This design comes from an exercise in tuning for small area, a short achievable clock period and few clock cycles on the open sky130 flow, not from production work. Where RTL was checked, it was by simulation tests only, not by an equivalence proof against the original. Only the layout flow was run in run 1; the RTL was not checked for function there. Power figures rest on the tool's default switching activity, not on a simulated workload.

## flow/design.v

```verilog
package md5_pkg;
   localparam int WORD_W       = 32;
   localparam int COUNT_W      = 3;
   localparam int BLOCK_WORDS  = 16;
   localparam int WIDX_W       = 4;
   localparam int FILL_W       = 6;
   localparam int LEN_W        = 61;
   localparam int ROUND_W      = 6;
   localparam int ROT_W        = 5;
   localparam int DIGEST_WORDS = 4;
   localparam int DIDX_W       = 2;
   localparam logic [COUNT_W-1:0] WORD_BYTES  = 3'd4;
   localparam logic [7:0]         PAD_BYTE    = 8'h80;
   localparam logic [ROUND_W-1:0] ROUND_LAST  = 6'd63;
   localparam logic [DIDX_W-1:0]  DIGEST_LAST = 2'd3;
   localparam logic [WIDX_W-1:0]  LEN_LO_IDX  = 4'd14;
   localparam logic [WIDX_W-1:0]  LEN_HI_IDX  = 4'd15;
   localparam logic [1:0] GRP_F = 2'd0;
   localparam logic [1:0] GRP_G = 2'd1;
   localparam logic [1:0] GRP_H = 2'd2;
   localparam logic [1:0] GRP_I = 2'd3;
   localparam logic [WORD_W-1:0] INIT_A = 32'h67452301;
   localparam logic [WORD_W-1:0] INIT_B = 32'hefcdab89;
   localparam logic [WORD_W-1:0] INIT_C = 32'h98badcfe;
   localparam logic [WORD_W-1:0] INIT_D = 32'h10325476;
   typedef enum logic [2:0] {
      ST_IDLE,
      ST_PAD,
      ST_LENGTH,
      ST_LOAD,
      ST_ROUNDS,
      ST_FOLD,
      ST_EMIT
   } md5_state_type;
   typedef enum logic [1:0] {
      PH_DATA,
      PH_PAD,
      PH_FINAL
   } md5_phase_type;
   typedef struct packed {
      logic              load_word;
      logic              pad;
      logic              clear;
      logic              length;
      logic              start;
      logic              round;
      logic              fold;
      logic              restart;
      logic [DIDX_W-1:0] emit_index;
   } md5_cmd_type;
   typedef struct packed {
      logic block_full;
      logic pad_two;
      logic round_last;
   } md5_status_type;
   function automatic logic [WORD_W-1:0] md5_round_add(input logic [ROUND_W-1:0] r);
      case (r)
         6'd0:  md5_round_add = 32'hd76aa478;
         6'd1:  md5_round_add = 32'he8c7b756;
         6'd2:  md5_round_add = 32'h242070db;
         6'd3:  md5_round_add = 32'hc1bdceee;
         6'd4:  md5_round_add = 32'hf57c0faf;
         6'd5:  md5_round_add = 32'h4787c62a;
         6'd6:  md5_round_add = 32'ha8304613;
         6'd7:  md5_round_add = 32'hfd469501;
         6'd8:  md5_round_add = 32'h698098d8;
         6'd9:  md5_round_add = 32'h8b44f7af;
         6'd10: md5_round_add = 32'hffff5bb1;
         6'd11: md5_round_add = 32'h895cd7be;
         6'd12: md5_round_add = 32'h6b901122;
         6'd13: md5_round_add = 32'hfd987193;
         6'd14: md5_round_add = 32'ha679438e;
         6'd15: md5_round_add = 32'h49b40821;
         6'd16: md5_round_add = 32'hf61e2562;
         6'd17: md5_round_add = 32'hc040b340;
         6'd18: md5_round_add = 32'h265e5a51;
         6'd19: md5_round_add = 32'he9b6c7aa;
         6'd20: md5_round_add = 32'hd62f105d;
         6'd21: md5_round_add = 32'h02441453;
         6'd22: md5_round_add = 32'hd8a1e681;
         6'd23: md5_round_add = 32'he7d3fbc8;
         6'd24: md5_round_add = 32'h21e1cde6;
         6'd25: md5_round_add = 32'hc33707d6;
         6'd26: md5_round_add = 32'hf4d50d87;
         6'd27: md5_round_add = 32'h455a14ed;
         6'd28: md5_round_add = 32'ha9e3e905;
         6'd29: md5_round_add = 32'hfcefa3f8;
         6'd30: md5_round_add = 32'h676f02d9;
         6'd31: md5_round_add = 32'h8d2a4c8a;
         6'd32: md5_round_add = 32'hfffa3942;
         6'd33: md5_round_add = 32'h8771f681;
         6'd34: md5_round_add = 32'h6d9d6122;
         6'd35: md5_round_add = 32'hfde5380c;
         6'd36: md5_round_add = 32'ha4beea44;
         6'd37: md5_round_add = 32'h4bdecfa9;
         6'd38: md5_round_add = 32'hf6bb4b60;
         6'd39: md5_round_add = 32'hbebfbc70;
         6'd40: md5_round_add = 32'h289b7ec6;
         6'd41: md5_round_add = 32'heaa127fa;
         6'd42: md5_round_add = 32'hd4ef3085;
         6'd43: md5_round_add = 32'h04881d05;
         6'd44: md5_round_add = 32'hd9d4d039;
         6'd45: md5_round_add = 32'he6db99e5;
         6'd46: md5_round_add = 32'h1fa27cf8;
         6'd47: md5_round_add = 32'hc4ac5665;
         6'd48: md5_round_add = 32'hf4292244;
         6'd49: md5_round_add = 32'h432aff97;
         6'd50: md5_round_add = 32'hab9423a7;
         6'd51: md5_round_add = 32'hfc93a039;
         6'd52: md5_round_add = 32'h655b59c3;
         6'd53: md5_round_add = 32'h8f0ccc92;
         6'd54: md5_round_add = 32'hffeff47d;
         6'd55: md5_round_add = 32'h85845dd1;
         6'd56: md5_round_add = 32'h6fa87e4f;
         6'd57: md5_round_add = 32'hfe2ce6e0;
         6'd58: md5_round_add = 32'ha3014314;
         6'd59: md5_round_add = 32'h4e0811a1;
         6'd60: md5_round_add = 32'hf7537e82;
         6'd61: md5_round_add = 32'hbd3af235;
         6'd62: md5_round_add = 32'h2ad7d2bb;
         default: md5_round_add = 32'heb86d391;
      endcase
   endfunction
   function automatic logic [ROT_W-1:0] md5_rot_amount(input logic [ROUND_W-1:0] r);
      case ({r[5:4], r[1:0]})
         4'd0:  md5_rot_amount = 5'd7;
         4'd1:  md5_rot_amount = 5'd12;
         4'd2:  md5_rot_amount = 5'd17;
         4'd3:  md5_rot_amount = 5'd22;
         4'd4:  md5_rot_amount = 5'd5;
         4'd5:  md5_rot_amount = 5'd9;
         4'd6:  md5_rot_amount = 5'd14;
         4'd7:  md5_rot_amount = 5'd20;
         4'd8:  md5_rot_amount = 5'd4;
         4'd9:  md5_rot_amount = 5'd11;
         4'd10: md5_rot_amount = 5'd16;
         4'd11: md5_rot_amount = 5'd23;
         4'd12: md5_rot_amount = 5'd6;
         4'd13: md5_rot_amount = 5'd10;
         4'd14: md5_rot_amount = 5'd15;
         default: md5_rot_amount = 5'd21;
      endcase
   endfunction
   function automatic logic [WIDX_W-1:0] md5_msg_index(input logic [ROUND_W-1:0] r);
      logic [WIDX_W-1:0] lo;
      lo = r[3:0];
      case (r[5:4])
         GRP_F:   md5_msg_index = lo;
         GRP_G:   md5_msg_index = 4'((lo << 2) + lo + 4'd1);
         GRP_H:   md5_msg_index = 4'((lo << 1) + lo + 4'd5);
         default: md5_msg_index = 4'((lo << 3) - lo);
      endcase
   endfunction
   function automatic logic [WORD_W-1:0] md5_mix(input logic [1:0] grp,
                                                 input logic [WORD_W-1:0] b,
                                                 input logic [WORD_W-1:0] c,
                                                 input logic [WORD_W-1:0] d);
      case (grp)
         GRP_F:   md5_mix = (b & c) | (~b & d);
         GRP_G:   md5_mix = (b & d) | (c & ~d);
         GRP_H:   md5_mix = b ^ c ^ d;
         default: md5_mix = c ^ (b | ~d);
      endcase
   endfunction
   function automatic logic [WORD_W-1:0] md5_rotl(input logic [WORD_W-1:0] v,
                                                  input logic [ROT_W-1:0] s);
      logic [2*WORD_W-1:0] dbl;
      dbl = {v, v} << s;
      md5_rotl = dbl[2*WORD_W-1:WORD_W];
   endfunction
endpackage
module md5_message_digest (
   input  logic                            clock,
   input  logic                            reset,
   input  logic                            req_valid,
   output logic                            req_ready,
   input  logic [md5_pkg::WORD_W-1:0]      req_word,
   input  logic [md5_pkg::COUNT_W-1:0]     req_bytes,
   input  logic                            req_last,
   output logic                            rsp_valid,
   input  logic                            rsp_ready,
   output logic [md5_pkg::WORD_W-1:0]      rsp_word,
   output logic [md5_pkg::DIDX_W-1:0]      rsp_index,
   output logic                            rsp_done
);
   logic [31:0] ring [16];
   logic [31:0] b_ff, c_ff, d_ff, p_ff, f1_ff, f0_ff;
   logic [31:0] q_ff [4];
   logic [4:0]  widx_ff, widx_n;    
   logic        wnew_ff, wnew_n;    
   logic        wpad_ff, wpad_n;    
   logic        wpend_ff, wpend_n;  
   logic        wlen_ff, wlen_n;    
   logic        wstart_ff, wstart_n;  
   logic        wfirst_ff, wfirst_n;  
   logic [3:0]  base_ff, base_n;    
   logic [58:0] nw_ff, nw_n;        
   logic [1:0]  tail_ff, tail_n;    
   logic        run_ff, run_n;      
   logic        fold_ff, fold_n;    
   logic [5:0]  step_ff, step_n;
   logic        efirst_ff, efirst_n;
   logic        efinal_ff, efinal_n;
   logic        round_ff, round_n;  
   logic        setup_ff, setup_n;  
   logic        pend_ff, pend_n;
   logic [1:0]  eidx_ff, eidx_n;
   logic [3:0]  esel_ff, esel_n;   
   logic        ready_ff, ready_n;
   logic        ring_free, aligned, can_wr, wr_en, wr_msg, wr_pad;
   logic [3:0]  wi;
   logic [2:0]  cnt;
   logic [31:0] msg_word, pad_word, wr_word;
   logic        len_lo_now, len_hi_now;
   assign ring_free = !run_ff || (step_ff == 6'd63);
   logic        aligned_ff;
   assign aligned   = aligned_ff;
   assign can_wr    = widx_ff[4] ? (ring_free && !wnew_ff) : aligned;
   assign wi        = widx_ff[4] ? 4'd0 : widx_ff[3:0];
   assign req_ready = ready_ff;          
   assign wr_msg    = ready_ff && req_valid;
   assign wr_pad    = wpad_ff && can_wr;
   assign wr_en     = wr_msg || wr_pad;
   assign cnt = (!req_last || req_bytes[2]) ? 3'd4 : req_bytes;
   always_comb begin
      for (int j = 0; j < 4; j++) begin
         if (3'(j) < cnt)       msg_word[8*j +: 8] = req_word[8*j +: 8];
         else if (3'(j) == cnt) msg_word[8*j +: 8] = md5_pkg::PAD_BYTE;
         else                   msg_word[8*j +: 8] = 8'h00;
      end
   end
   assign len_lo_now = (wi == 4'd14) && !wpend_ff;
   assign len_hi_now = (wi == 4'd15) && wlen_ff;
   always_comb begin
      if (len_lo_now)      pad_word = {nw_ff[26:0], tail_ff, 3'b000};
      else if (len_hi_now) pad_word = nw_ff[58:27];
      else if (wpend_ff)   pad_word = 32'h00000080;
      else                 pad_word = 32'h0;
   end
   assign wr_word = wpad_ff ? pad_word : msg_word;
   always_ff @(posedge clock) begin
      for (int i = 0; i < 15; i++) ring[i] <= ring[i+1];
      ring[15] <= wr_en ? wr_word : ring[0];
   end
   always_comb begin
      widx_n   = widx_ff;
      wnew_n   = wnew_ff;
      wpad_n   = wpad_ff;
      wpend_n  = wpend_ff;
      wlen_n   = wlen_ff;
      wstart_n = wstart_ff;
      wfirst_n = wfirst_ff;
      nw_n     = nw_ff;
      tail_n   = tail_ff;
      base_n   = base_ff - 4'd1;
      if (wr_en) begin
         widx_n = 5'(wi) + 5'd1;
         if (widx_ff[4]) begin
            base_n   = 4'd15;
            wnew_n   = 1'b1;
            wfirst_n = wstart_ff && !wpad_ff;
            if (!wpad_ff) wstart_n = 1'b0;
         end
      end
      if (setup_ff) wnew_n = 1'b0;
      if (wr_msg) begin
         if (cnt[2]) nw_n = nw_ff + 59'd1;
         if (req_last) begin
            wpad_n  = 1'b1;
            wpend_n = cnt[2];
            tail_n  = cnt[1:0];
         end
      end
      if (wr_pad) begin
         if (len_lo_now) begin
            wlen_n = 1'b1;
         end else if (len_hi_now) begin
            wlen_n   = 1'b0;
            wpad_n   = 1'b0;
            wstart_n = 1'b1;
            nw_n     = '0;
            tail_n   = '0;
         end else if (wpend_ff) begin
            wpend_n = 1'b0;
         end
      end
   end
   logic qshift, fold_go;
   assign fold_go = fold_ff && (efinal_ff || wnew_ff);
   assign qshift  = (round_ff && step_ff[5:2] == 4'hf && step_ff[1:0] != 2'd0) || fold_go;
   always_comb begin
      run_n    = run_ff;
      fold_n   = fold_ff;
      step_n   = step_ff;
      efirst_n = efirst_ff;
      efinal_n = efinal_ff;
      pend_n   = pend_ff;
      eidx_n   = eidx_ff;
      esel_n   = esel_ff;
      if (round_ff) begin
         step_n = step_ff + 6'd1;
         if (step_ff == 6'd63) begin
            run_n  = 1'b0;
            fold_n = 1'b1;
         end
      end
      if (fold_go) begin
         fold_n = 1'b0;
         if (efinal_ff) begin
            pend_n = 1'b1;
            eidx_n = 2'd0;
            esel_n = 4'b0001;
         end
      end
      if (setup_ff) begin
         run_n    = 1'b1;
         step_n   = '0;
         efirst_n = wfirst_ff;
         efinal_n = 1'b0;
      end
      if (wr_pad && len_lo_now) efinal_n = 1'b1;
      if (pend_ff && rsp_ready) begin
         if (eidx_ff == 2'd3) pend_n = 1'b0;
         eidx_n = eidx_ff + 2'd1;
         esel_n = {esel_ff[2:0], esel_ff[3]};
      end
      round_n = run_n
                && (step_n[5:4] != 2'd0 || step_n[3:0] == 4'd15
                    || (wr_en ? (5'(wi) > 5'(step_n)) : (widx_ff > 5'(step_n) + 5'd1)))
                && !(step_n == 6'd61 && pend_n);
      setup_n = wnew_n && !run_n;
      ready_n = !wpad_n && (widx_n[4] ? ((!run_n || step_n == 6'd63) && !wnew_n)
                                      : (wr_en || (4'(base_ff + widx_ff[3:0]) == 4'd1)));
   end
   always_ff @(posedge clock) begin
      if (reset) begin
         widx_ff   <= 5'd16;
         wnew_ff   <= 1'b0;
         wpad_ff   <= 1'b0;
         wpend_ff  <= 1'b0;
         wlen_ff   <= 1'b0;
         wstart_ff <= 1'b1;
         wfirst_ff <= 1'b0;
         nw_ff     <= '0;
         tail_ff   <= '0;
         run_ff    <= 1'b0;
         fold_ff   <= 1'b0;
         step_ff   <= '0;
         efirst_ff <= 1'b0;
         efinal_ff <= 1'b0;
         pend_ff   <= 1'b0;
         eidx_ff   <= '0;
         esel_ff   <= 4'b0001;
         ready_ff  <= 1'b1;
         round_ff  <= 1'b0;
         setup_ff  <= 1'b0;
      end else begin
         widx_ff   <= widx_n;
         wnew_ff   <= wnew_n;
         wpad_ff   <= wpad_n;
         wpend_ff  <= wpend_n;
         wlen_ff   <= wlen_n;
         wstart_ff <= wstart_n;
         wfirst_ff <= wfirst_n;
         nw_ff     <= nw_n;
         tail_ff   <= tail_n;
         run_ff    <= run_n;
         fold_ff   <= fold_n;
         step_ff   <= step_n;
         efirst_ff <= efirst_n;
         efinal_ff <= efinal_n;
         pend_ff   <= pend_n;
         eidx_ff   <= eidx_n;
         esel_ff   <= esel_n;
         ready_ff  <= ready_n;
         round_ff  <= round_n;
         setup_ff  <= setup_n;
      end
      base_ff <= base_n;
      aligned_ff <= wr_en || (4'(base_ff + widx_ff[3:0]) == 4'd1);
   end
   logic [5:0]  pidx_n, pidx_ff;
   logic [3:0]  rpos;
   logic [31:0] mword_ff;      
   logic        ysf_ff, ysn_ff;
   logic [3:0]  rlo_ff;            
   logic [5:0]  rhi_ff;            
   logic [4:0]  ramt_n;
   assign ramt_n = md5_pkg::md5_rot_amount(step_n);    
   function automatic logic [3:0] msg_idx(input logic [5:0] r);
      case (r[5:4])
         2'd0:    msg_idx = r[3:0];
         2'd1:    msg_idx = 4'(r[3:0] * 4'd5 + 4'd1);
         2'd2:    msg_idx = 4'(r[3:0] * 4'd3 + 4'd5);
         default: msg_idx = 4'(r[3:0] * 4'd7);
      endcase
   endfunction
   assign pidx_n = run_n ? 6'(step_n + 6'd1) : 6'd0;
   logic [3:0] posa_ff, posb_ff;
   always_comb begin
      if (round_ff)      rpos = (step_ff == 6'd63) ? base_ff : posb_ff;
      else if (setup_ff) rpos = base_ff + 4'd1;
      else if (run_ff)   rpos = posa_ff;
      else               rpos = base_ff;
   end
   always_ff @(posedge clock) begin
      pidx_ff <= pidx_n;
      posa_ff <= base_n + msg_idx(6'(step_n + 6'd1));
      posb_ff <= base_n + msg_idx(6'(step_n + 6'd2));
      rlo_ff  <= 4'd1 << ramt_n[1:0];
      rhi_ff  <= (round_n && !reset) ? 6'd1 << ramt_n[4:2] : 6'd0;
      ysf_ff  <= setup_n && wfirst_n && !reset;
      ysn_ff  <= setup_n && !wfirst_n && !reset;
      mword_ff <= (wr_en && pidx_n[5:4] == 2'd0 && wi == pidx_n[3:0]) ? wr_word : ring[rpos];
   end
   function automatic logic [31:0] ks_add(input logic [31:0] x, input logic [31:0] z);
      logic [31:0] g, t, gn, tn;
      g = x & z;
      t = x | z;
      gn = g;
      tn = t;
      gn[1] = g[1] | ((t[1] & x[0]) & z[0]);
      tn[1] = t[1] & t[0];
      for (int i = 2; i < 32; i++) begin
         gn[i] = g[i] | (t[i] & g[i-1]);
         tn[i] = t[i] & t[i-1];
      end
      g = gn;
      t = tn;
      for (int d = 2; d < 32; d = d * 2) begin
         gn = g;
         tn = t;
         for (int i = d; i < 32; i++) begin
            gn[i] = g[i] | (t[i] & g[i-d]);
            tn[i] = t[i] & t[i-d];
         end
         g = gn;
         t = tn;
      end
      ks_add = x ^ (z ^ {g[30:0], 1'b0});
   endfunction
   logic [31:0] rot1, mword, kword, pbase, fval, xsum, rot, csel, yval, bkeep, bsum;
   logic [31:0] chain_sum, c_n, d_n, f1_n, f0_n;
   assign mword = mword_ff;
   assign kword = md5_pkg::md5_round_add(pidx_ff);
   always_comb begin
      if (!setup_ff)      pbase = d_ff;
      else if (wfirst_ff) pbase = md5_pkg::INIT_A;
      else                pbase = q_ff[1];
   end
   assign fval = (b_ff & f1_ff) | (~b_ff & f0_ff);
   assign xsum = ks_add(p_ff, fval);
   logic [31:0] pcs_s, pcs_c, psum;
   assign pcs_s = pbase ^ kword ^ mword;
   assign pcs_c = (pbase & kword) | (pbase & mword) | (kword & mword);
   assign psum  = ks_add(pcs_s, {pcs_c[30:0], 1'b0});
   always_comb begin
      rot1 = '0;
      for (int k = 0; k < 4; k++)
         rot1 = rot1 | ({32{rlo_ff[k]}} & md5_pkg::md5_rotl(xsum, 5'(k)));
      rot = '0;
      for (int k = 1; k < 6; k++)
         rot = rot | ({32{rhi_ff[k]}} & md5_pkg::md5_rotl(rot1, 5'(4 * k)));
   end
   always_comb begin
      case (step_ff[1:0])
         2'd1:    csel = efirst_ff ? md5_pkg::INIT_A : q_ff[0];
         2'd2:    csel = efirst_ff ? md5_pkg::INIT_D : q_ff[0];
         2'd3:    csel = efirst_ff ? md5_pkg::INIT_C : q_ff[0];
         default: csel = efirst_ff ? md5_pkg::INIT_B : q_ff[0];
      endcase
   end
   assign chain_sum = csel + b_ff;
   assign bkeep = ysf_ff ? 32'h0 : b_ff;
   assign yval  = rot | ({32{ysf_ff}} & md5_pkg::INIT_B) | ({32{ysn_ff}} & csel);
   assign bsum  = ks_add(bkeep, yval);
   always_comb begin
      c_n = c_ff;
      d_n = d_ff;
      if (round_ff) begin
         c_n = b_ff;
         d_n = c_ff;
      end else if (setup_ff) begin
         c_n = wfirst_ff ? md5_pkg::INIT_C : q_ff[3];
         d_n = wfirst_ff ? md5_pkg::INIT_D : q_ff[2];
      end
      case (step_n[5:4])
         2'd0: begin f1_n = c_n;          f0_n = d_n;           end
         2'd1: begin f1_n = c_n | d_n;    f0_n = c_n & ~d_n;    end
         2'd2: begin f1_n = ~(c_n ^ d_n); f0_n = c_n ^ d_n;     end
         default: begin f1_n = ~c_n;      f0_n = ~(c_n ^ d_n);  end
      endcase
   end
   always_ff @(posedge clock) begin
      b_ff  <= bsum;
      c_ff  <= c_n;
      d_ff  <= d_n;
      f1_ff <= f1_n;
      f0_ff <= f0_n;
      if ((round_ff && step_ff != 6'd63) || setup_ff) p_ff <= psum;
      if (qshift) begin
         q_ff[0] <= q_ff[1];
         q_ff[1] <= q_ff[2];
         q_ff[2] <= q_ff[3];
         q_ff[3] <= chain_sum;
      end
   end
   assign rsp_valid = pend_ff;
   assign rsp_index = eidx_ff;
   assign rsp_done  = esel_ff[3];
   assign rsp_word  = ({32{esel_ff[0]}} & q_ff[0]) | ({32{esel_ff[1]}} & q_ff[3])
                    | ({32{esel_ff[2]}} & q_ff[2]) | ({32{esel_ff[3]}} & q_ff[1]);
endmodule
```

## flow/flow/run.sh

```bash
#!/bin/bash
# Standard layout with a stronger setup repair target; make's full output goes to orfs_make.log.
set -euo pipefail
bash standard.sh SETUP_SLACK_MARGIN=8 finish > orfs_make.log 2>&1
```

## flow/standard.sh

```bash
#!/bin/bash
# synth_recipe.tcl (not shown) runs the flow's synth.tcl, then flattens the netlist and writes it again
# the make line also repeats each setting of config.mk as NAME=value (left out here)
make -C /OpenROAD-flow-scripts/flow DESIGN_CONFIG=/design/flow/config.mk WORK_HOME=/design/flow/orfs CLKGATE_MAP_FILE= SYNTH_SCRIPT=/design/flow/synth_recipe.tcl "${@:-finish}"
```

## flow/config.mk

```make
export PLATFORM = sky130hd
export DESIGN_NAME = md5_message_digest
export DESIGN_NICKNAME = md5_message_digest
export VERILOG_FILES = /design/flow/design.v
export SDC_FILE = /design/flow/constraint.sdc
export NUM_CORES = 4
export LEC_CHECK = 0
export ABC_AREA = 1
export CAP_MARGIN = 20
export CORE_MARGIN = 2
export CORE_UTILIZATION = 65
export SETUP_SLACK_MARGIN = 5
export SLEW_MARGIN = 20
export TNS_END_PERCENT = 0
```

## flow/constraint.sdc

```tcl
create_clock -name core_clock -period 11.0 [get_ports {clock}]
set_input_delay 2.2000 -clock core_clock [delete_from_list [all_inputs] [get_ports {clock}]]
set_output_delay 2.2000 -clock core_clock [all_outputs]
set_load 0.01 [all_outputs]
```

==> qor.txt, run 1 <==
Crit path largest cell delay: 420 ps
post-place setup slack: 5060 ps
Slowest cell on crit path: dfxtp_1
R2R depth: 13
measured slew at the worst slew-check pin: 1130 ps
P_sw: 9.89 mW
Initial Util: 65.7%
Yosys top cell area share: 33.5%
Core ar.: 77500 um2
R2R Path Start: round_ff
WL final: 197000 um
WP data required: 8800 ps
Root Driver: clkbuf_16
die outline height: 284 um
min setup slack post-route: 6550 ps
period utilisation layout: 40.4%
detailed-placement wirelength estimate: 136000 um
Post-synth EDFFs: 160
Power Internal: 10.3 mW
CTS tree: built
ys flop type: dfxtp_1
element type at the critical path end: output pin
status: timing/DRC/antenna clean
share of flip-flops with an asynchronous set or reset: 0%
Remaining Overflow, GRT: 0
top post-synthesis cells by count: nand2_1 (1608), dfxtp_1 (852), inv_1 (735)
Via density: 6.42
DRT Pass-1 Iters: 6
RSZ-0062 raised after global routing: yes
I/O pin count: 77
Site Rows: 102
clock insertion delay at the later pin of the skew report: 710 ps
initial antenna violation count: 6
f_max: 225 MHz
clock slew at reported path FFs: 70 ps
GPL Wtd Cong: 1.07
first-pass GRT wire length: 291000 um
hold path start: ring[7][30]
1st-iter DRT viols: 7241
chip width: 284 um
area delta synth->final: 12.9%
combinational share of power: 54.0%
Worst slew margin: 24.1%
worst path cell trace: clkinvlp_4 > buf_12 > o21ai_0 > a21oi_1 > o21ai_2 > dlygate4sd2_1
synthesized flop and latch total: 1012
largest net degree at the start of global routing: 77
CTS sink count: 1012
multi-input logic area: 25700 um2
Critical Path AT: 2250 ps
vias in the first global route: 47900
Setup CP Type: register to output pin
Clock power frac: 17.7%
Min-Delay Path Depth: 0
Hold Buf Count CTS: 0
Mapped Nets: 6755
Final TNS setup: 0 ps
fin. max-slew vios: 0
Vias: 49600
Clock Tree Buf Depth: 3
Lkg Pwr: 25.6 nW
switching share of power: 49.0%
Fillers: 5724
Cells after Synth: 6519
Unique masters post-synth: 78
synth top area cells: dfxtp_1 (34%), nand2_1 (12%), edfxtp_1 (9.4%), inv_1 (5.4%), o21ai_0 (4.0%)
most area-hungry cell type in the Yosys netlist: dfxtp_1
Synth Warn #: 3
peak supply drop: 0.327 mV
GRT Total Usage: 47.2%
Hold Path Class: register to register
crit start category: register
hold_ws: 341 ps
Worst Hold End: ring[6][30]
fin nets: 6833
Reg2Reg Setup Slack: 6610 ps
Setup violations, final: 0
die area: 80500 um2
Power Density: 351 nW/um2
post-route minimum period: 4450 ps
crit-path max FO: 14
most frequent cell after synthesis: nand2_1
sequential fraction of the synthesis area: 43.0%
part of the power in registers: 28.3%
Final ANT Viol Nets: 0
Sequential Area: 21900 um2
Hold Vio Cnt, Final: 0
Cell Area, Synth: 50900 um2
Clock Skew: 44.9 ps
R2R Path End: rlo_ff[1]
MaxCap Viol Count: 0
DRC: 0
detailed-route wire length per cell: 25.5 um
# port buffers: 76
H-tree levels: 3
proportion of layout cells with a drive suffix above 1: 11.8%
CTS buffer count: 99
Avg Cell Area, Syn: 7.80 um2
-- worst max-delay path: cells and delay by family (launching register included) --
kind | cells | cell delay (ps)
compound gates | 3 | 520
buf+inv | 3 | 610
flops | 1 | 420
-- how the worst max path moves through the flow --
| stage | from | end | slack (ps) | cells past startpoint |
|---|---|---|---|---|
| global placement | round_ff | mword_ff[11] | 5360 | 15 |
| finish | esel_ff[2] | rsp_word[11] | 6550 | 6 |
| global route | setup_ff | p_ff[27] | 6490 | 26 |
| CTS | req_last | nw_ff[55] | 6720 | 22 |
| detailed placement | round_ff | mword_ff[11] | 5060 | 15 |
| floorplan | req_last | nw_ff[55] | 6560 | 21 |
-- flip-flops by register name (all words and copies together), names as in the netlist, 2 cells and up --
signal    cells
b_ff         32
base_ff       4
c_ff         32
d_ff         32
eidx_ff       2
esel_ff       4
f0_ff        32
f1_ff        32
kword        32
mword_ff     32
nw_ff        59
p_ff         32
posa_ff       4
posb_ff       4
q_ff        128
rhi_ff        5
ring        512
rlo_ff        4
step_ff       6
tail_ff       2
widx_ff       5
-- stage by stage --
stage	total power, mW	utilization (%)	std cells	cell area [um2]
3_3_place_gp	15.3	67.8	7464	52500
3_5_place_dp	15.5	67.8	7464	52500
2_1_floorplan	12.3	-	6519	50900
6_report	20.2	74.1	7723	57400
4_1_cts	19.4	73.6	7702	57000
5_1_grt	21.1	74.1	7722	57400
-- layer usage --
| layer | vias up | global-route usage (%) | part of all wire, % |
|---|---|---|---|
| met1 | 23000 | 54.1 | 34 |
| met4 | 2 | 40.7 | 11 |
| met5 | - | 0 | 0.0066 |
| met3 | 1111 | 10.7 | 11 |
| met2 | 3642 | 74.8 | 44 |
| li1 | 21900 | - | - |
-- logic make-up after synthesis --
logic type / count (synthesis) / share of synthesized area (%)
simple gates: 2859 / 25.5
buf+inv: 1047 / 7.86
fa+ha+maj: 196 / 5.38
xor+xnor: 141 / 2.47
compound gates: 1264 / 15.8
flops: 1012 / 43.0
-- final cells by class --
cell class	instances	area share, %
timing repair inverter	1	0.0131
clock inverter	55	1.12
clock buffer	131	4.81
tap	1040	2.27
antenna	1	0.00436
multi-input combinational	4460	44.7
timing repair buffer	213	3.56
inverter	810	5.37
sequential	1012	38.1
-- timing repair --
item                                    CTS  global route
endpoints found under the setup margin  452           446
buffers inserted                         46            19
hold endpoints to repair                  0             0
cloned                                    6             1
resized for setup                       194            56
pin swaps                                25            23
-- placed cells by master, fill, tap and decap left out, types with 36 or more instances in the layout --
cell / instances
a22oi_1: 43
nor2_1: 504
o22ai_1: 52
fa_1: 36
nand2_1: 1598
nand3_1: 236
nand3_2: 38
clkdlybuf4s50_1: 41
nor2_2: 48
edfxtp_1: 160
inv_1: 721
o21ai_0: 390
o2111ai_1: 40
nand4_1: 93
clkbuf_16: 101
a221oi_1: 105
ha_1: 152
a22o_1: 78
nor3_1: 62
inv_2: 69
buf_4: 114
nand2_2: 91
dfxtp_1: 834
xnor2_1: 47
a21oi_1: 297
xor2_1: 90
-- power by group through the flow --
| stage | logic [mW] | registers, mW | clock network (mW) |
|---|---|---|---|
| after floorplan | 6.92 | 5.36 | 0 |
| after global placement | 9.71 | 5.63 | 0 |
| after detailed placement | 9.86 | 5.68 | 0 |
| after CTS | 10.3 | 5.65 | 3.54 |
| final | 10.9 | 5.72 | 3.56 |
| after global routing | 11.7 | 5.75 | 3.69 |
==> run 2, diff against run 1 <==
--- a/flow/design.v
+++ b/flow/design.v
@@ -195,6 +195,7 @@
    logic        wfirst_ff, wfirst_n;  
    logic [3:0]  base_ff, base_n;    
    logic [58:0] nw_ff, nw_n;        
+   logic        nwc_ff, nwc_n;      
    logic [1:0]  tail_ff, tail_n;    
    logic        run_ff, run_n;      
    logic        fold_ff, fold_n;    
@@ -206,6 +207,7 @@
    logic        pend_ff, pend_n;
    logic [1:0]  eidx_ff, eidx_n;
    logic [3:0]  esel_ff, esel_n;   
+   logic [31:0] rword_ff;          
    logic        ready_ff, ready_n;
    logic        ring_free, aligned, can_wr, wr_en, wr_msg, wr_pad;
    logic [3:0]  wi;
@@ -251,6 +253,8 @@
       wstart_n = wstart_ff;
       wfirst_n = wfirst_ff;
       nw_n     = nw_ff;
+      nwc_n    = 1'b0;
+      if (nwc_ff) nw_n[58:27] = nw_ff[58:27] + 32'd1;
       tail_n   = tail_ff;
       base_n   = base_ff - 4'd1;
       if (wr_en) begin
@@ -264,7 +268,7 @@
       end
       if (setup_ff) wnew_n = 1'b0;
       if (wr_msg) begin
-         if (cnt[2]) nw_n = nw_ff + 59'd1;
+         if (cnt[2]) {nwc_n, nw_n[26:0]} = {1'b0, nw_ff[26:0]} + 28'd1;
          if (req_last) begin
             wpad_n  = 1'b1;
             wpend_n = cnt[2];
@@ -342,6 +346,7 @@
          wstart_ff <= 1'b1;
          wfirst_ff <= 1'b0;
          nw_ff     <= '0;
+         nwc_ff    <= 1'b0;
          tail_ff   <= '0;
          run_ff    <= 1'b0;
          fold_ff   <= 1'b0;
@@ -363,6 +368,7 @@
          wstart_ff <= wstart_n;
          wfirst_ff <= wfirst_n;
          nw_ff     <= nw_n;
+         nwc_ff    <= nwc_n;
          tail_ff   <= tail_n;
          run_ff    <= run_n;
          fold_ff   <= fold_n;
@@ -396,17 +402,18 @@
       endcase
    endfunction
    assign pidx_n = run_n ? 6'(step_n + 6'd1) : 6'd0;
-   logic [3:0] posa_ff, posb_ff;
+   logic [3:0] posa_ff, posb_ff, posc_ff;
    always_comb begin
-      if (round_ff)      rpos = (step_ff == 6'd63) ? base_ff : posb_ff;
-      else if (setup_ff) rpos = base_ff + 4'd1;
+      if (round_ff)      rpos = posb_ff;
+      else if (setup_ff) rpos = posc_ff;
       else if (run_ff)   rpos = posa_ff;
       else               rpos = base_ff;
    end
    always_ff @(posedge clock) begin
       pidx_ff <= pidx_n;
-      posa_ff <= base_n + msg_idx(6'(step_n + 6'd1));
-      posb_ff <= base_n + msg_idx(6'(step_n + 6'd2));
+      posa_ff <= base_ff - 4'd1 + msg_idx(6'(step_n + 6'd1));
+      posb_ff <= base_ff - 4'd1 + msg_idx(6'(step_n + 6'd2));
+      posc_ff <= base_n + 4'd1;
       rlo_ff  <= 4'd1 << ramt_n[1:0];
       rhi_ff  <= (round_n && !reset) ? 6'd1 << ramt_n[4:2] : 6'd0;
       ysf_ff  <= setup_n && wfirst_n && !reset;
@@ -443,17 +450,15 @@
    logic [31:0] chain_sum, c_n, d_n, f1_n, f0_n;
    assign mword = mword_ff;
    assign kword = md5_pkg::md5_round_add(pidx_ff);
-   always_comb begin
-      if (!setup_ff)      pbase = d_ff;
-      else if (wfirst_ff) pbase = md5_pkg::INIT_A;
-      else                pbase = q_ff[1];
-   end
+   assign pbase = ({32{!setup_ff}} & d_ff) | ({32{ysf_ff}} & md5_pkg::INIT_A) | ({32{ysn_ff}} & q_ff[1]);
    assign fval = (b_ff & f1_ff) | (~b_ff & f0_ff);
    assign xsum = ks_add(p_ff, fval);
    logic [31:0] pcs_s, pcs_c, psum;
    assign pcs_s = pbase ^ kword ^ mword;
    assign pcs_c = (pbase & kword) | (pbase & mword) | (kword & mword);
-   assign psum  = ks_add(pcs_s, {pcs_c[30:0], 1'b0});
+   logic [31:0] psum_hi;
+   assign psum_hi = ks_add({1'b0, pcs_s[31:1]}, {1'b0, pcs_c[30:0]});
+   assign psum    = {psum_hi[30:0], pcs_s[0]};
    always_comb begin
       rot1 = '0;
       for (int k = 0; k < 4; k++)
@@ -462,15 +467,16 @@
       for (int k = 1; k < 6; k++)
          rot = rot | ({32{rhi_ff[k]}} & md5_pkg::md5_rotl(rot1, 5'(4 * k)));
    end
-   always_comb begin
-      case (step_ff[1:0])
-         2'd1:    csel = efirst_ff ? md5_pkg::INIT_A : q_ff[0];
-         2'd2:    csel = efirst_ff ? md5_pkg::INIT_D : q_ff[0];
-         2'd3:    csel = efirst_ff ? md5_pkg::INIT_C : q_ff[0];
-         default: csel = efirst_ff ? md5_pkg::INIT_B : q_ff[0];
-      endcase
+   logic       csq_ff;
+   logic [3:0] csi_ff;
+   always_ff @(posedge clock) begin
+      csq_ff <= !efirst_n;
+      csi_ff <= efirst_n ? 4'd1 << step_n[1:0] : 4'd0;
    end
-   assign chain_sum = csel + b_ff;
+   assign csel = ({32{csq_ff}} & q_ff[0])
+               | ({32{csi_ff[0]}} & md5_pkg::INIT_B) | ({32{csi_ff[1]}} & md5_pkg::INIT_A)
+               | ({32{csi_ff[2]}} & md5_pkg::INIT_D) | ({32{csi_ff[3]}} & md5_pkg::INIT_C);
+   assign chain_sum = ks_add(csel, b_ff);
    assign bkeep = ysf_ff ? 32'h0 : b_ff;
    assign yval  = rot | ({32{ysf_ff}} & md5_pkg::INIT_B) | ({32{ysn_ff}} & csel);
    assign bsum  = ks_add(bkeep, yval);
@@ -508,6 +514,12 @@
    assign rsp_valid = pend_ff;
    assign rsp_index = eidx_ff;
    assign rsp_done  = esel_ff[3];
-   assign rsp_word  = ({32{esel_ff[0]}} & q_ff[0]) | ({32{esel_ff[1]}} & q_ff[3])
-                    | ({32{esel_ff[2]}} & q_ff[2]) | ({32{esel_ff[3]}} & q_ff[1]);
+   assign rsp_word  = rword_ff;
+   always_ff @(posedge clock) begin
+      if (fold_go && efinal_ff)
+         rword_ff <= q_ff[1];
+      else if (pend_ff && rsp_ready)
+         rword_ff <= ({32{esel_ff[0]}} & q_ff[3]) | ({32{esel_ff[1]}} & q_ff[2])
+                   | ({32{esel_ff[2]}} & q_ff[1]);
+   end
 endmodule
==> flow/flow/run.sh (replaced) <==
#!/bin/bash
# Standard layout with a stronger setup repair target and buf_4 port buffers;
# make's full output goes to orfs_make.log.
set -euo pipefail
bash standard.sh SETUP_SLACK_MARGIN=7 "BUFFER_PORTS_ARGS=-buffer_cell sky130_fd_sc_hd__buf_4" finish > orfs_make.log 2>&1
--- a/flow/config.mk
+++ b/flow/config.mk
@@ -8,7 +8,7 @@
 export ABC_AREA = 1
 export CAP_MARGIN = 20
 export CORE_MARGIN = 2
-export CORE_UTILIZATION = 65
+export CORE_UTILIZATION = 55
 export SETUP_SLACK_MARGIN = 5
 export SLEW_MARGIN = 20
 export TNS_END_PERCENT = 0
==> run 2 against run 1 <==
Global-route usage down 8.1 points. Combinational power barely moved. Design area grew 2.6%. Clock skew is 27 ps higher. Non-clock buffer count shrank 5. Setup slack improved by 360 ps. Sequential share of layout area rose by 1.0 points. Sequential power rose by 1%. Routed wire length down 0.87%. Clock power grew 3%. Largest cell class unchanged. Highest routed layer unchanged.
==> qor.txt, run 2 <==
status: timing/DRC/antenna clean
Critical Path AT: 4560 ps
fin nets: 7090
Reg2Reg Setup Slack: 6910 ps
synth top area cells: dfxtp_1 (33%), nand2_1 (13%), edfxtp_1 (11%), inv_1 (6.4%), o21ai_0 (4.1%)
area delta synth->final: 13.8%
Hold Vio Cnt, Final: 0
Final TNS setup: 0 ps
Core ar.: 93300 um2
f_max: 245 MHz
CTS buffer count: 107
Mapped Nets: 7004
# port buffers: 76
multi-input logic area: 25100 um2
Min-Delay Path Depth: 0
vias in the first global route: 45100
die outline height: 311 um
Site Rows: 112
DRC: 0
ys flop type: dfxtp_1
Synth Warn #: 3
Final ANT Viol Nets: 0
most area-hungry cell type in the Yosys netlist: dfxtp_1
Lkg Pwr: 27.0 nW
CTS tree: built
proportion of layout cells with a drive suffix above 1: 12.0%
Via density: 5.81
Placed Area: 53700 um2
R2R Path End: p_ff[31]
peak supply drop: 0.233 mV
Worst Hold End: ring[5][13]
Unique masters post-synth: 72
Setup CP Type: register to register
top post-synthesis cells by count: nand2_1 (1852), inv_1 (878), dfxtp_1 (862)
Vias: 47800
post-route minimum period: 4090 ps
R2R depth: 20
element type at the critical path end: register
1st-iter DRT viols: 4910
Worst slew margin: 26.1%
DRT Pass-1 Iters: 9
Avg Cell Area, Syn: 7.62 um2
measured slew at the worst slew-check pin: 1110 ps
detailed-route wire length per cell: 23.7 um
commonest non-fill, non-tap cell in the layout: nand2_1
fin. max-slew vios: 0
Regs by FF count: ring: 512 flops, q_ff: 128 flops, nw_ff: 59 flops
initial antenna violation count: 3
RSZ-0062 raised after global routing: yes
most frequent cell after synthesis: nand2_1
Setup violations, final: 0
I/O pin count: 77
Post-synth EDFFs: 192
Cells after Synth: 6802
largest net degree at the start of global routing: 80
share of flip-flops with an asynchronous set or reset: 0%
most frequent cells in the layout: nand2_1 (1824), inv_1 (863), dfxtp_1 (837)
MaxCap Viol Count: 0
Finished Cell Area: 58900 um2
Sequential Area: 23100 um2
WL final: 195000 um
clock slew at reported path FFs: 60 ps
Initial Util: 55.5%
detailed-placement wirelength estimate: 142000 um
first-pass GRT wire length: 283000 um
crit start category: register
Largest register FFs: 512
largest register by flop count: ring
Hold Path Class: register to register
synthesized flop and latch total: 1054
GPL Wtd Cong: 1.06
Cell Area, Synth: 51800 um2
WP data required: 11470 ps
Fillers: 8498
Clock Tree Buf Depth: 3
Power Density: 343 nW/um2
H-tree levels: 3
Yosys top cell area share: 33.3%
CTS sink count: 1054
hold path start: ring[6][13]
sequential fraction of the synthesis area: 44.4%
Root Driver: clkbuf_16
GRT Total Usage: 39.1%
die area: 96700 um2
Hold Buf Count CTS: 0
period utilisation layout: 37.2%
Clock Skew: 72.1 ps
Remaining Overflow, GRT: 0
clock insertion delay at the later pin of the skew report: 720 ps
R2R Path Start: ysn_ff
crit-path max FO: 9
chip width: 311 um
[run 2: cell count changes in the layout (fill, tap and decap cells not counted), sizes merged, moves of 25 or more]
cell / before / now
a21oi: 318 / 223
a221oi: 107 / 64
a22o: 78 / 44
buf: 134 / 198
clkdlybuf4s50: 41 / 0
dlygate4sd2: 30 / 0
edfxtp: 160 / 192
ha: 158 / 126
inv: 803 / 944
nand2: 1703 / 1925
nand4: 121 / 146
o2111ai: 53 / 18
o211ai: 26 / 51
[run 2: worst max path at each step]
| stage | from | endpoint | cells past startpoint |
|---|---|---|---|
| after floorplan | round_ff | q_ff[0][0] | 5 |
| after global placement | round_ff | kword[26] | 17 |
| after detailed placement | round_ff | kword[26] | 17 |
| after CTS | setup_ff | p_ff[28] | 20 |
| after global routing | round_ff | posa_ff[3] | 17 |
| final | ysn_ff | p_ff[31] | 20 |
[run 2: report_power, final]
| part | total [mW] | internal [mW] | switching [mW] |
|---|---|---|---|
| Clock | 3.68 | 2.05 | 1.63 |
| Combinational | 10.7 | 3.31 | 7.42 |
| Sequential | 5.79 | 5.12 | 0.669 |
[run 2: what timing repair did]
action,in CTS,in global routing
pin swaps,12,23
buffers inserted,11,38
setup endpoints to repair,248,156
resized for setup,82,174
gates cloned,11,3
[run 2: area by class of cell]
cell class	count	area share [%]
diodes	4	0.0170
clock buffers	147	5.16
clock inverters	52	0.938
inverters	953	6.19
multi-input cells	4563	42.6
flip-flops and latches	1054	39.1
well taps	1254	2.66
repair buffers	208	3.28
repair inverters	1	0.00849
[run 2: cells by family after synthesis]
logic type / after synthesis / synth area share [%]
AND/OR/NAND/NOR: 3078 / 25.8
buffers and inverters: 1190 / 8.68
AO/OA/AOI/OAI: 1156 / 13.9
flip-flops: 1054 / 44.4
XOR/XNOR: 162 / 2.74
adder cells (fa/ha/maj): 162 / 4.43
[run 2: routing by layer]
metal	wire length, um	vias to the layer above	GRT usage, %
met5	13	-	0
met4	19300	2	32.6
met3	14600	703	6.41
met2	89700	2258	64.5
met1	71200	22400	44.6
li1	-	22400	-
[run 2: metrics by stage]
stage / hold WS, ps / instances / power, mW / utilization [%] / worst slack (ps)
6_report: 344 / 8236 / 20.2 / 63.2 / 6910
5_1_grt: 342 / 8232 / 21.3 / 63.1 / 6780
4_1_cts: 333 / 8189 / 19.5 / 62.0 / 6700
3_5_place_dp: 335 / 7968 / 15.5 / 57.5 / 5090
3_3_place_gp: 332 / 7968 / 15.4 / 57.5 / 5170
2_1_floorplan: 327 / 6802 / 12.1 / - / 6520
[run 2: critical path, stage by stage, from the launching register on]
cell and delay [ps]:
dfxtp_4 360, buf_12 120, buf_12 140, clkinvlp_4 110, buf_12 160, o211ai_1 550, fa_1 540, inv_2 80
nor2_1 70, inv_1 90, a21oi_1 80, a211oi_2 230, o21ai_2 140, a21oi_2 190, inv_2 70, a21o_1 180
a21boi_2 190, o21bai_2 120, a31oi_4 170, o21ai_2 70, xor2_1 140
Testbench counts of run 2, summed over its fixed seeds: cycles 45,028.
==> run 3, diff against run 2 <==
==> flow/flow/run.sh (replaced) <==
#!/bin/bash
# Standard layout with a stronger setup repair target and buf_4 port buffers;
# make's full output goes to orfs_make.log.
set -euo pipefail
bash standard.sh SETUP_SLACK_MARGIN=8 "BUFFER_PORTS_ARGS=-buffer_cell sky130_fd_sc_hd__buf_4" finish > orfs_make.log 2>&1
==> run 3 against run 2 <==
Still clean. Hold slack worse by 7.6 ps. Global-route usage grew 0.16 points. Setup slack got worse by 43 ps. Die area unchanged. Synthesized area stayed put. Design area shrank 0.22%. Count of clock-buffer cells in the layout stayed put. Clock power barely moved. Critical path type unchanged.
==> qor.txt, run 3 <==
status: timing/DRC/antenna clean
largest net degree at the start of global routing: 80
Hold Buf Count CTS: 0
detailed-route wire length per cell: 23.7 um
Post-synth EDFFs: 192
# port buffers: 76
Setup CP Type: register to register
DRC: 0
Final ANT Viol Nets: 0
Min-Delay Path Depth: 0
Stages on worst setup path: 19
Initial Util: 55.5%
RSZ-0062 raised after global routing: yes
post-route minimum period: 4130 ps
CTS buffer count: 107
Crit path largest cell delay: 660 ps
cell family with most CP delay: compound AO/OA/AOI/OAI gates
Avg Cell Area, Syn: 7.62 um2
ys flop type: dfxtp_1
Sequential Area: 23100 um2
Via density: 5.81
R2R depth: 19
Root Driver: clkbuf_16
area delta synth->final: 13.5%
Clock Skew: 73.5 ps
clock insertion delay at the later pin of the skew report: 730 ps
Mapped Nets: 7004
most used cell, CP: buf_12
Cell Area, Synth: 51800 um2
measured slew at the worst slew-check pin: 1150 ps
Final TNS setup: 0 ps
buffers and inverters on the worst path: 7
Worst slew margin: 23.1%
Unique masters post-synth: 72
first-pass GRT wire length: 284000 um
DRT Pass-1 Iters: 9
WP data required: 11470 ps
MaxCap Viol Count: 0
Critical Path AT: 4600 ps
initial antenna violation count: 3
GRT Total Usage: 39.3%
Hold Vio Cnt, Final: 0
synthesized flop and latch total: 1054
Yosys top cell area share: 33.3%
crit start category: register
Site Rows: 112
Cells after Synth: 6802
Core ar.: 93300 um2
commonest non-fill, non-tap cell in the layout: nand2_1
Clock Tree Buf Depth: 3
die area: 96700 um2
Synth Warn #: 3
Hold Path Class: register to register
Regs by FF count: ring: 512 flops, q_ff: 128 flops, nw_ff: 59 flops
clock slew at reported path FFs: 70 ps
Lkg Pwr: 27.0 nW
Slowest cell on crit path: o211ai_1
multi-input logic area: 25000 um2
Remaining Overflow, GRT: 0
fin. max-slew vios: 0
Largest register FFs: 512
most frequent cell after synthesis: nand2_1
Setup violations, final: 0
WL final: 195000 um
share of flip-flops with an asynchronous set or reset: 0%
Vias: 47800
proportion of layout cells with a drive suffix above 1: 11.9%
CTS tree: built
largest register by flop count: ring
element type at the critical path end: register
chip width: 311 um
GPL Wtd Cong: 1.06
post-place setup slack: 5090 ps
crit-path max FO: 5
CTS sink count: 1054
min setup slack post-route: 6870 ps
I/O pin count: 77
sequential fraction of the synthesis area: 44.4%
Power Density: 343 nW/um2
detailed-placement wirelength estimate: 142000 um
f_max: 242 MHz
most frequent cells in the layout: nand2_1 (1824), inv_1 (863), dfxtp_1 (838)
vias in the first global route: 45200
die outline height: 311 um
Fillers: 8485
worst path cell trace: buf_12 > buf_12 > clkinvlp_4 > buf_12 > buf_4 > o211ai_1 > fa_1 > inv_1 > nand2_1 > a21oi_1 > o21ai_0 > a21oi_2 > inv_2 > a21o_1 > a21boi_2 > o21bai_1 > a31oi_1 > o21ai_1 > xor2_1
fin nets: 7086
peak supply drop: 0.232 mV
most area-hungry cell type in the Yosys netlist: dfxtp_1
top post-synthesis cells by count: nand2_1 (1852), inv_1 (878), dfxtp_1 (862)
period utilisation layout: 37.6%
H-tree levels: 3
1st-iter DRT viols: 5065
synth top area cells: dfxtp_1 (33%), nand2_1 (13%), edfxtp_1 (11%), inv_1 (6.4%), o21ai_0 (4.1%)
run 3: cell counts after synthesis:
No cell type changed its count.
run 3: path summary, 6_finish.rpt:
path	end	slack, ps	start
max	p_ff[31]	6870	ysn_ff
min	ring[0][4]	340	ring[1][4]
max reg2reg	p_ff[31]	6870	ysn_ff
min reg2reg	ring[0][4]	340	ring[1][4]
run 3: power breakdown:
group	internal [mW]	switching (mW)
Sequential	5.12	0.665
Combinational	3.31	7.41
Clock	2.05	1.63
Total	10.5	9.71
run 3: cells by family after synthesis:
kind of cell	count (synthesis)	share of synthesized area (%)
buffers and inverters	1190	8.68
AND/OR/NAND/NOR	3078	25.8
adder cells (fa/ha/maj)	162	4.43
XOR/XNOR	162	2.74
flip-flops	1054	44.4
AO/OA/AOI/OAI	1156	13.9
run 3: stage by stage:
step                hold slack (ps)  instances  instance area [um2]  utilization (%)  power, mW
finish                          337       8232                58800             63.0       20.2
global route                    342       8228                58800             63.0       21.3
CTS                             333       8202                58100             62.3       19.6
detailed placement              335       7968                53700             57.5       15.5
global placement                332       7968                53700             57.5       15.4
floorplan                       327       6802                51900                -       12.1
run 3: metal layers:
metal	up-vias	track usage (%)	share of wire, %
li1	22400	-	-
met1	22300	44.8	37
met2	2323	64.2	46
met3	758	6.31	7.4
met4	2	34.1	10
met5	-	0	0.0067
run 3: final cells by class:
class | count | share of cell area (%)
multi-input cells | 4563 | 42.6
well taps | 1254 | 2.67
clock buffers | 147 | 5.17
repair buffers | 204 | 3.21
diodes | 4 | 0.0170
flip-flops and latches | 1054 | 39.2
clock inverters | 52 | 0.940
inverters | 953 | 6.18
repair inverters | 1 | 0.00851
run 3: what timing repair did:
| item | 4_1_cts | 5_1_grt |
|---|---|---|
| pin swaps | 20 | 29 |
| gates cloned | 12 | 2 |
| resized for setup | 111 | 122 |
| endpoints found under the setup margin | 507 | 441 |
| buffers inserted | 23 | 22 |
==> run 4, diff against run 3 <==
--- a/flow/config.mk
+++ b/flow/config.mk
@@ -8,7 +8,8 @@
 export ABC_AREA = 1
 export CAP_MARGIN = 20
 export CORE_MARGIN = 2
-export CORE_UTILIZATION = 55
+export CORE_UTILIZATION = 65
+export PLACE_DENSITY = 0.75
 export SETUP_SLACK_MARGIN = 5
 export SLEW_MARGIN = 20
 export TNS_END_PERCENT = 0
==> run 4 against run 3 <==
Sequential power rose by 2%. Combinational power about the same. Synthesized cell count unchanged. Non-clock buffer count rose by 10. Count of clock-buffer cells in the layout fell by 2. Setup slack got worse by 15 ps. First-iteration DRC count grew 24%. Utilization up 11 points. Routed wire length grew 4.0%. Cell count decreased by 2.5%. Largest power group unchanged.
==> qor.txt, run 4 <==
share of flip-flops with an asynchronous set or reset: 0%
Hold Vio Cnt, Final: 0
Remaining Overflow, GRT: 0
Synth Warn #: 3
period utilisation layout: 37.7%
Final ANT Viol Nets: 0
CTS tree: built
element type at the critical path end: register
WL final: 203000 um
H-tree levels: 3
most frequent cells in the layout: nand2_1 (1824), inv_1 (862), dfxtp_1 (835)
synthesized flop and latch total: 1054
Lkg Pwr: 27.0 nW
initial antenna violation count: 18
commonest non-fill, non-tap cell in the layout: nand2_1
ys flop type: dfxtp_1
post-route minimum period: 4150 ps
DRC: 0
chip width: 286 um
Post-synth EDFFs: 192
Clock Skew: 86.5 ps
largest register by flop count: ring
synth top area cells: dfxtp_1 (33%), nand2_1 (13%), edfxtp_1 (11%), inv_1 (6.4%), o21ai_0 (4.1%)
Initial Util: 65.6%
sequential fraction of the synthesis area: 44.4%
fin. max-slew vios: 0
peak supply drop: 0.243 mV
RSZ-0062 raised after global routing: yes
proportion of layout cells with a drive suffix above 1: 12.2%
Via density: 6.27
f_max: 241 MHz
GPL Wtd Cong: 1.08
first-pass GRT wire length: 298000 um
measured slew at the worst slew-check pin: 1260 ps
Avg Cell Area, Syn: 7.62 um2
WP data required: 11400 ps
Clock Tree Buf Depth: 3
final core utilization: 74.4%
crit start category: register
CTS sink count: 1054
Yosys top cell area share: 33.3%
most frequent cell after synthesis: nand2_1
crit-path max FO: 3
Placed Area: 53400 um2
Setup violations, final: 0
DRT Pass-1 Iters: 6
Critical Path AT: 4550 ps
Site Rows: 103
die area: 82000 um2
Regs by FF count: ring: 512 flops, q_ff: 128 flops, nw_ff: 59 flops
# port buffers: 76
Core ar.: 79000 um2
I/O pin count: 77
Cells after Synth: 6802
Largest register FFs: 512
Mapped Nets: 7004
top post-synthesis cells by count: nand2_1 (1852), inv_1 (878), dfxtp_1 (862)
Finished Cell Area: 58800 um2
Power Density: 348 nW/um2
Vias: 50300
die outline height: 286 um
most area-hungry cell type in the Yosys netlist: dfxtp_1
Worst slew margin: 14.8%
Setup CP Type: register to register
detailed-placement wirelength estimate: 141000 um
clock insertion delay at the later pin of the skew report: 740 ps
Hold Path Class: register to register
Cell Area, Synth: 51800 um2
Root Driver: clkbuf_16
GRT Total Usage: 48.9%
fin nets: 7089
vias in the first global route: 48100
area delta synth->final: 13.4%
Final TNS setup: 0 ps
clock slew at reported path FFs: 60 ps
MaxCap Viol Count: 0
Unique masters post-synth: 72
CTS buffer count: 101
status: timing/DRC/antenna clean
detailed-route wire length per cell: 25.3 um
1st-iter DRT viols: 6268
largest net degree at the start of global routing: 94
run 4: cell counts after synthesis:
Identical to the previous run, type by type.
run 4: final timing paths:
| kind | slack [ps] | to | startpoint | depth (start not counted) |
|---|---|---|---|---|
| worst max register to register | 6850 | p_ff[31] | ysn_ff | 17 |
| worst min-delay path | 300 | ring[0][31] | ring[1][31] | 0 |
| worst max-delay path | 6850 | p_ff[31] | ysn_ff | 17 |
| worst min register to register | 300 | ring[0][31] | ring[1][31] | 0 |
run 4: repair_timing:
item / in CTS / in global routing
hold endpoints to repair: 0 / 0
hold buffers: 0 / 0
endpoints found under the setup margin: 478 / 430
setup buffers: 39 / 16
pin swaps: 29 / 18
cloned: 14 / 0
resized for setup: 204 / 70
run 4: kinds of logic (layout without fill, tap and decap cells):
kind of cell	Yosys count	in the layout	share of synthesized area, %
simple gates	3078	3081	25.8
flops	1054	1054	44.4
compound gates	1156	1156	13.9
other cells	0	7	0
fa+ha+maj	162	162	4.43
buf+inv	1190	1354	8.68
xor+xnor	162	162	2.74
run 4: cell type report:
type / instances / area, um2
flip-flops and latches: 1054 / 23100
repair buffers: 214 / 1980
fillers: 5900 / 20200
inverters: 953 / 3660
well taps: 1050 / 1310
repair inverters: 2 / 13.8
multi-input cells: 4561 / 25100
diodes: 7 / 17.5
clock inverters: 40 / 574
clock buffers: 145 / 2990
run 4: power breakdown:
group	total, mW	internal, mW	leakage [nW]	switching (mW)
combinational	10.9	3.34	16.4	7.52
clock	3.70	2.10	1.74	1.60
sequential	5.89	5.12	8.93	0.763
total	20.4	10.6	27.0	9.88
run 4: through the flow:
| stage | cells | power (mW) | hold slack (ps) | setup WS, ps |
|---|---|---|---|---|
| 6_report | 8026 | 20.4 | 298 | 6850 |
| 5_1_grt | 8021 | 21.4 | 300 | 6830 |
| 4_1_cts | 7998 | 19.6 | 295 | 7210 |
| 3_5_place_dp | 7760 | 15.3 | 336 | 5670 |
| 3_3_place_gp | 7760 | 15.1 | 332 | 5740 |
| 2_1_floorplan | 6802 | 12.1 | 327 | 6520 |
run 4: worst max-delay path, cell delays in order, from the launching register on:
cell        delay [ps]
dfxtp_4            370
buf_12             130
clkinvlp_4         120
buf_6              150
o211ai_1           950
fa_1               600
nor2_1             120
inv_2               60
nand2_2             70
nor3b_1             60
a21oi_2            170
inv_1               80
a21o_1             210
a21boi_2           190
o21bai_2           120
a31oi_2            180
o21ai_1            110
xor2_1             140
run 4: metal layers:
metal	global-route usage, %	wire (um)	up-vias
li1	-	-	22400
met1	55.0	68800	23300
met2	74.5	87400	3442
met3	13.7	22300	1122
met4	46.8	24100	18
met5	0.233	184	-
==> run 5, diff against run 4 <==
==> flow/flow/run.sh (replaced) <==
#!/bin/bash
# Standard layout with a stronger setup repair target and buf_4 port buffers;
# make's full output goes to orfs_make.log.
set -euo pipefail
bash standard.sh SETUP_SLACK_MARGIN=7 "BUFFER_PORTS_ARGS=-buffer_cell sky130_fd_sc_hd__buf_4" finish > orfs_make.log 2>&1
--- a/flow/config.mk
+++ b/flow/config.mk
@@ -8,8 +8,7 @@
 export ABC_AREA = 1
 export CAP_MARGIN = 20
 export CORE_MARGIN = 2
-export CORE_UTILIZATION = 65
-export PLACE_DENSITY = 0.75
+export CORE_UTILIZATION = 55
 export SETUP_SLACK_MARGIN = 5
 export SLEW_MARGIN = 20
-export TNS_END_PERCENT = 0
+export TNS_END_PERCENT = 10
==> run 5 against run 4 <==
Synthesized cell count unchanged. Clock power about the same. Die area increased by 18%. Largest cell class unchanged. Utilization decreased by 11 points. Total power increased by 0.17%. Still clean on timing, DRC and antenna.
==> qor.txt, run 5 <==
Sequential Area: 23100 um2
GRT Total Usage: 39.1%
Vias: 48100
CTS sink count: 1054
Root Driver: clkbuf_16
Lkg Pwr: 27.2 nW
clock insertion delay at the later pin of the skew report: 730 ps
status: timing/DRC/antenna clean
Initial Util: 55.5%
vias in the first global route: 45100
DRC: 0
Fillers: 8440
Cell Area, Synth: 51800 um2
Core ar.: 93300 um2
diode count: 0
Power Density: 345 nW/um2
top post-synthesis cells by count: nand2_1 (1852), inv_1 (878), dfxtp_1 (862)
Final TNS setup: 0 ps
Via density: 5.83
# port buffers: 76
met2 GRT Util: 64.4%
Hold Vio Cnt, Final: 0
most frequent cell after synthesis: nand2_1
Clock Skew: 70.4 ps
period utilisation layout: 37.7%
Regs by FF count: ring: 512 flops, q_ff: 128 flops, nw_ff: 59 flops
Min-Delay Path Depth: 0
detailed-route wire length per cell: 23.8 um
Post-synth EDFFs: 192
Mapped Nets: 7004
multi-input logic area: 25400 um2
R2R depth: 20
WL final: 196000 um
sequential fraction of the synthesis area: 44.4%
Final ANT Viol Nets: 0
commonest non-fill, non-tap cell in the layout: nand2_1
Critical Path AT: 4610 ps
Remaining Overflow, GRT: 0
Final Power: 20.5 mW
first-pass GRT wire length: 284000 um
Worst Hold End: ring[0][4]
chip width: 311 um
post-place setup slack: 5090 ps
RSZ-0062 raised after global routing: yes
largest register by flop count: ring
fin nets: 7108
Hold Path Class: register to register
Yosys top cell area share: 33.3%
Largest register FFs: 512
hold path start: ring[1][4]
Worst slew margin: 18.0%
R2R Path Start: ysn_ff
detailed-placement wirelength estimate: 142000 um
crit-path max FO: 6
Unique masters post-synth: 72
initial antenna violation count: 2
die outline height: 311 um
synth top area cells: dfxtp_1 (33%), nand2_1 (13%), edfxtp_1 (11%), inv_1 (6.4%), o21ai_0 (4.1%)
peak supply drop: 0.232 mV
most frequent cells in the layout: nand2_1 (1807), inv_1 (861), dfxtp_1 (833)
post-route minimum period: 4140 ps
CTS buffer count: 107
H-tree levels: 3
Setup CP Type: register to register
I/O pin count: 77
M3 GR Usage: 6.17%
Cells after Synth: 6802
1st-iter DRT viols: 4790
ys flop type: dfxtp_1
f_max: 241 MHz
min setup slack post-route: 6860 ps
WP data required: 11470 ps
Site Rows: 112
crit start category: register
element type at the critical path end: register
CTS tree: built
proportion of layout cells with a drive suffix above 1: 12.8%
hold_ws: 342 ps
share of flip-flops with an asynchronous set or reset: 0%
Clock Tree Buf Depth: 3
area delta synth->final: 14.6%
GPL Wtd Cong: 1.06
Avg Cell Area, Syn: 7.62 um2
MaxCap Viol Count: 0
Synth Warn #: 3
synthesized flop and latch total: 1054
Reg2Reg Setup Slack: 6860 ps
R2R Path End: p_ff[31]
fin. max-slew vios: 0
DRT Pass-1 Iters: 8
clock slew at reported path FFs: 70 ps
largest net degree at the start of global routing: 80
most crowded layer after global routing: met2
met1 usage: 44.6%
measured slew at the worst slew-check pin: 1230 ps
Setup violations, final: 0
die area: 96700 um2
most area-hungry cell type in the Yosys netlist: dfxtp_1
run 5: cell counts after synthesis:
No cell type changed its count.
run 5: logic make-up after synthesis:
family / after synthesis / share of synthesized area (%)
buffers and inverters: 1190 / 8.68
adders and majority gates: 162 / 4.43
DFF: 1054 / 44.4
xor gates and xnor gates: 162 / 2.74
AOI/OAI and AO/OA: 1156 / 13.9
and+or+nand+nor: 3078 / 25.8
run 5: worst max-delay path by stage:
stage | startpoint | to | slack [ps] | cells after the start
3_3_place_gp | round_ff | kword[26] | 5170 | 17
2_1_floorplan | round_ff | q_ff[0][0] | 6520 | 5
6_report | ysn_ff | p_ff[31] | 6860 | 20
3_5_place_dp | round_ff | kword[26] | 5090 | 17
5_1_grt | ysn_ff | p_ff[31] | 6770 | 20
4_1_cts | setup_ff | p_ff[28] | 6700 | 20
run 5: critical path: stages (launching register included):
cell and delay, ps:
dfxtp_4 360, buf_12 130, buf_12 140, clkinvlp_4 110
buf_12 160, o211ai_1 590, fa_1 550, inv_2 90
nor2_2 60, inv_1 80, a21oi_1 80, a211oi_2 240
o21ai_2 130, a21oi_2 190, inv_2 70, a21o_1 200
a21boi_2 190, o21bai_2 120, a31oi_4 170, o21ai_2 90
xor2_1 140
run 5: final cells by class:
type	count	share of cell area [%]
clock inverter	52	0.932
inverter	953	6.16
timing repair inverter	1	0.00843
tap	1254	2.64
multi-input combinational	4563	42.8
timing repair buffer	226	3.49
clock buffer	147	5.12
sequential	1054	38.9
run 5: per-layer routing:
layer	up-vias	part of all wire (%)
met5	-	0.012
met4	4	10
met2	2302	46
met1	22600	36
li1	22500	-
met3	742	7.5
run 5: power by group:
part	switching, mW	internal, mW
clock	1.63	2.05
sequential	0.675	5.13
combinational	7.56	3.44
total	9.86	10.6
run 5: through the flow:
stage          instances  instance area (um2)  util, %
5_1_grt             8250                59400     63.6
2_1_floorplan       6802                51900        -
3_3_place_gp        7968                53700     57.5
4_1_cts             8198                58000     62.1
3_5_place_dp        7968                53700     57.5
6_report            8250                59400     63.6
run 5: timing repair:
| action | CTS | global route |
|---|---|---|
| buffers inserted | 20 | 46 |
| resized for setup | 85 | 240 |
| hold buffers | 0 | 0 |
| gates cloned | 11 | 5 |
| pin swaps | 14 | 47 |
| setup endpoints to repair | 248 | 157 |

re-timing with driven ports:
In the flow no input, the clock included, has a driving cell. The finished layouts below were timed again as built, in two steps. Step 1: set_driving_cell puts a clkbuf_16 on clock and a buf_2 on each other input, an assumption about the parent block. Step 2 also shifts input and output timing later by t, the mid clock arrival at the registers, as if the neighbouring blocks saw the same clock. a / b / c = ideal / step 1 / step 2; a / b = the first two.
run	shift t [ns]	slack for setup (ns)	worst setup path after step 2	worst slew at a driven data input, ns	cell pins on the clock port's net
run 1	0.756	6.553 / 6.484 / 6.032	input to register	0.04	1
run 2	0.762	6.912 / 6.912 / 6.210	input to register	0.04	1
run 3	0.771	6.869 / 6.869 / 6.216	input to register	0.04	1
run 4	0.770	6.854 / 6.854 / 6.389	input to register	0.05	1
run 5	0.776	6.857 / 6.857 / 6.182	input to register	0.04	1
After both steps every run listed still meets setup and hold. For run 2, which loses most, drivers alone change the setup slack by 0.000 ns; drivers and shift together by -0.702 ns.
